Context: an optimization exercise on an open-source flow, tuned for small area, a short achievable clock period and few clock cycles. The choices shown serve that exercise and are no tape-out recipe. The RTL was checked by simulation tests, not by an equivalence proof against the original design. Power figures rest on the tool's default switching activity, not on a simulated workload.

## lane 5
## graph_triangle_enumerator
module graph_triangle_enumerator (
   input  wire logic                              clock,
   input  wire logic                              reset,
   input  wire logic                              req_valid,
   output logic                                   req_ready,
   input  wire logic                              req_kind,
   input  wire logic [gte_pkg::NODE_W-1:0]        req_row_index,
   input  wire logic [gte_pkg::ROW_W-1:0]         req_row_bits,
   output logic                                   rsp_valid,
   input  wire logic                              rsp_ready,
   output logic      [gte_pkg::NODE_W-1:0]        rsp_first_node,
   output logic      [gte_pkg::NODE_W-1:0]        rsp_second_node,
   output logic      [gte_pkg::NODE_W-1:0]        rsp_third_node,
   output logic                                   rsp_found,
   input  wire logic                              psel,
   input  wire logic                              penable,
   input  wire logic                              pwrite,
   input  wire logic [gte_pkg::CSR_ADDR_W-1:0]    paddr,
   input  wire logic [gte_pkg::CSR_DATA_W-1:0]    pwdata,
   output logic      [gte_pkg::CSR_DATA_W-1:0]    prdata,
   output logic                                   pready
);
For scale: roughly 3400 cells after synthesis, about 680 flip-flops, ~130 I/O pins, ~32000 µm² of cells after synthesis.
Settings: LEC_CHECK=0, ABC_AREA=1, CAP_MARGIN=20, CORE_MARGIN=2, CORE_UTILIZATION=40, CTS_CLUSTER_DIAMETER=100, CTS_CLUSTER_SIZE=30, PLACE_DENSITY=0.5, SETUP_SLACK_MARGIN=3.9, SLEW_MARGIN=20; clock period 7.0 ns.
run.sh (not shown) runs the stock make flow with config.mk's settings and CLKGATE_MAP_FILE= SYNTH_SCRIPT=/design/flow/synth_recipe.tcl, a recipe that flattens the netlist after the stock synthesis.
Testbench counts of lane 5, summed over its fixed seeds: cycles 30,140.
diff inputs: lane 5 => lane 1
diff --git a/flow/design.v b/flow/design.v
--- a/flow/design.v
+++ b/flow/design.v
@@ -118,15 +118,14 @@
    logic [NODE_W-1:0] cv;
    logic [NODE_W-1:0] au_next;
    logic              scan_row;
    logic              scan_edge;
    logic [ROW_W-1:0]  row_in;
    logic [ROW_W-1:0]  v_sel;
    logic [ROW_W-1:0]  v_rest;
-   logic [2:0]        v_cnt;
    logic [ROW_W-1:0]  w_floor;
    logic [ROW_W-1:0]  w_scan;
    logic [2:0]        b_cnt;
    logic [2:0]        c_cnt;
    logic              c_free;
    logic              b_free;
    logic              b_any;
@@ -147,15 +146,14 @@
    assign cu = cur_ff ? out_a_ff : '0;
    assign cv = cur_ff ? out_b_ff : '0;
    assign au_next   = au_ff + 5'd1;
    assign scan_row  = (st_ff == S_SCAN) && (vset_ff == '0);
    assign scan_edge = (st_ff == S_SCAN) && (vset_ff != '0) && b_free;
    assign v_sel  = low_bit(vset_ff);
    assign v_rest = vset_ff & ~v_sel;
-   assign v_cnt  = cnt3(vset_ff);
    assign rd_sel = v_sel
                  | (scan_row ? dec(au_next) : '0)
                  | ((st_ff == S_RSTU) ? dec(cu) : '0);
    assign w_floor = (floor_ff && vset_ff[cv]) ? above(out_c_ff) : '1;
    assign w_scan  = rd_row & v_rest & w_floor;
    assign row_in  = rd_row & mask_n;
    always_ff @(posedge clock) begin
@@ -182,15 +180,15 @@
          vset_ff  <= row_in & (above(cv) | dec(cv));
          floor_ff <= cur_ff;
       end else if (scan_row) begin
          au_ff    <= au_next;
          vset_ff  <= row_in;
          floor_ff <= 1'b0;
       end else if (scan_edge) begin
-         vset_ff  <= v_cnt[2] ? v_rest : '0;
+         vset_ff  <= v_rest;
          floor_ff <= 1'b0;
       end
    end
    assign c_w_sel  = low_bit(c_w_ff);
    assign c_w_rest = c_w_ff & ~c_w_sel;
    assign b_cnt    = cnt3(b_w_ff);
    assign c_cnt    = cnt3(c_w_ff);
[summary]
- The clock buffer and inverter area fraction after layout of lane 1 exceeds that of lane 5 by 0.30 points.
- Lane 1 ended up with in2out as its type of the setup path with the least slack; lane 5 ended up with reg2out.
- Compared with lane 5, lane 1 ends up with a smaller final cell area.
- Post-detailed-routing wire length on lane 1 is down relative to lane 5.
- Lane 1 vs. lane 5: synthesized cell count dropped about 5%, fraction of power consumed by combinational cells went down, core utilization increased by 0.81 points relative to the old numbers, number of signal-net buffers in the layout saw an increase, global-route usage went down.
- Lane 1 ends up with a final total power that is about 0.46% lower than in lane 5.
- Lane 1 reached the final stage; the timing, DRC and antenna checks on its layout passed.
- Going from lane 5 to lane 1, part of the cycle the worst path needs lower, minimum setup slack in the final design higher, count of TritonRoute iterations in the first routing pass fell 1, layout-stage area growth over the synthesis result has increased.
Testbench counts of lane 1, summed over its fixed seeds: cycles 32,210.

========
== the previous run ==
Starting RTL as in the previous note.
Settings: LEC_CHECK=0, ABC_AREA=1, CAP_MARGIN=20, CORE_MARGIN=2, CORE_UTILIZATION=55, CTS_CLUSTER_DIAMETER=100, CTS_CLUSTER_SIZE=30, PLACE_DENSITY=0.65, SETUP_SLACK_MARGIN=3.9, SLEW_MARGIN=20; clock period 7.0 ns.
The previous run: full flow OK, the timing, DRC and antenna checks passed
Testbench counts of the previous run, summed over its fixed seeds: cycles 30,140.
Setup changes, the previous run to the current run
diff --git a/flow/design.v b/flow/design.v
--- a/flow/design.v
+++ b/flow/design.v
@@ -93,21 +93,20 @@
    logic              out_found_ff;
    logic [NODE_W-1:0] out_a_ff;
    logic [NODE_W-1:0] out_b_ff;
    logic [NODE_W-1:0] out_c_ff;
    logic              cur_ff;         
    logic [1:0]        st_ff;
    logic [NODE_W-1:0] au_ff;
    logic [ROW_W-1:0]  vset_ff;
    logic              floor_ff;       
    logic              b_valid_ff;
-   logic [NODE_W-1:0] b_u_ff;
    logic [NODE_W-1:0] b_v_ff;
    logic [ROW_W-1:0]  b_w_ff;
    logic              c_valid_ff;
    logic [NODE_W-1:0] c_u_ff;
    logic [NODE_W-1:0] c_v_ff;
    logic [ROW_W-1:0]  c_w_ff;
    logic              fetch_acc;
    logic              nx_valid;
    logic              out_space;
    logic              pop;
@@ -140,21 +139,21 @@
    assign out_space = !rsp_valid_ff || rsp_ready;
    assign pop       = (pend_ff != 2'd0) && nx_valid && out_space;
    assign write_now = write_busy && (pend_ff == 2'd0);
    assign req_ready = (pend_ff != 2'd2) && !(write_busy && (pend_ff != 2'd0));
    assign fetch_acc = req_valid && req_ready && req_kind;
    assign load_acc  = req_valid && req_ready && !req_kind;
    assign restart   = write_now || count_write;
    assign cu = cur_ff ? out_a_ff : '0;
    assign cv = cur_ff ? out_b_ff : '0;
    assign au_next   = au_ff + 5'd1;
-   assign scan_row  = (st_ff == S_SCAN) && (vset_ff == '0);
+   assign scan_row  = (st_ff == S_SCAN) && (vset_ff == '0) && b_free;
    assign scan_edge = (st_ff == S_SCAN) && (vset_ff != '0) && b_free;
    assign v_sel  = low_bit(vset_ff);
    assign v_rest = vset_ff & ~v_sel;
    assign v_cnt  = cnt3(vset_ff);
    assign rd_sel = v_sel
                  | (scan_row ? dec(au_next) : '0)
                  | ((st_ff == S_RSTU) ? dec(cu) : '0);
    assign w_floor = (floor_ff && vset_ff[cv]) ? above(out_c_ff) : '1;
    assign w_scan  = rd_row & v_rest & w_floor;
    assign row_in  = rd_row & mask_n;
@@ -209,27 +208,26 @@
          end else if (c_free) begin
             b_valid_ff <= 1'b0;
          end
          if (c_free) begin
             c_valid_ff <= b_any || scan_c;
          end
       end
    end
    always_ff @(posedge clock) begin
       if (scan_edge) begin
-         b_u_ff <= au_ff;
          b_v_ff <= enc(v_sel);
          b_w_ff <= w_scan;
       end
       if (c_free) begin
          if (b_any) begin
-            c_u_ff <= b_u_ff;
+            c_u_ff <= au_ff;
             c_v_ff <= b_v_ff;
             c_w_ff <= b_w_ff;
          end else begin
             c_u_ff <= au_ff;
             c_v_ff <= enc(v_sel);
             c_w_ff <= w_scan;
          end
       end else if (pop && c_any) begin
          c_w_ff <= c_w_rest;
       end
- Summary of the current run over the previous run: pin count of the biggest net entering global routing shrank by 13, final period demand of the worst path +0.37 ns.
- | multi-input gate share of total cell area | the current run vs the previous run | 0.90 points lower |
- Taking the previous run as the reference point, the clock group share of total power of the current run falls by 4.1 points.
- The cell count after placement number comes out lower for the current run vs the previous run.
- Against the previous run, final-layout clock buffer total in the current run fell by more than 10%.
- Taking the previous run as the reference, in the current run power per cell area now larger; number of stages on the worst setup path went up 19; register share of the cell area saw a decrease.
- Between the current run and the previous run, the wire length is lower for the previous run.
- The current run finished every step from synthesis to the final layout, and the layout passed the timing, DRC and antenna checks.
- Minimum setup slack in the final design deteriorates in the current run relative to the previous run.
- In the flow results for the current run and the previous run, the static leakage is larger on the current run.
Testbench counts of the current run, summed over its fixed seeds: cycles 30,154.

==> re-timing with driven ports <==
Ports are ideal in the flow. The routed layouts listed here were re-timed in OpenROAD. Step 1 (the two cells are an assumption about what drives the block):
set clk [get_ports {clock}]
set_driving_cell -lib_cell sky130_fd_sc_hd__clkbuf_16 $clk
set_driving_cell -lib_cell sky130_fd_sc_hd__buf_2 [delete_from_list [all_inputs] $clk]
Step 2, shift: input delay + t, output delay - t, t = (earliest + latest rising clock arrival at the registers) / 2. This alone moves slack from input paths to output paths. Slacks: no drivers / after step 1 / after step 2; pairs: no drivers / after step 1.
run	t (ns)	setup WS [ns]	worst hold slack (ns)
lane 5	0.664	3.804 / 3.733 / 3.400	0.431 / 0.431 / 0.431
lane 1	0.668	3.880 / 3.822 / 3.370	0.409 / 0.409 / 0.409
the previous run	0.712	3.837 / 3.771 / 3.364	0.431 / 0.431 / 0.431
the current run	0.724	3.462 / 3.462 / 2.839	0.435 / 0.435 / 0.435
After both steps setup and hold are still met in every run listed. For the current run, which loses most, drivers alone change the setup slack by 0.000 ns; drivers and shift together by -0.623 ns.
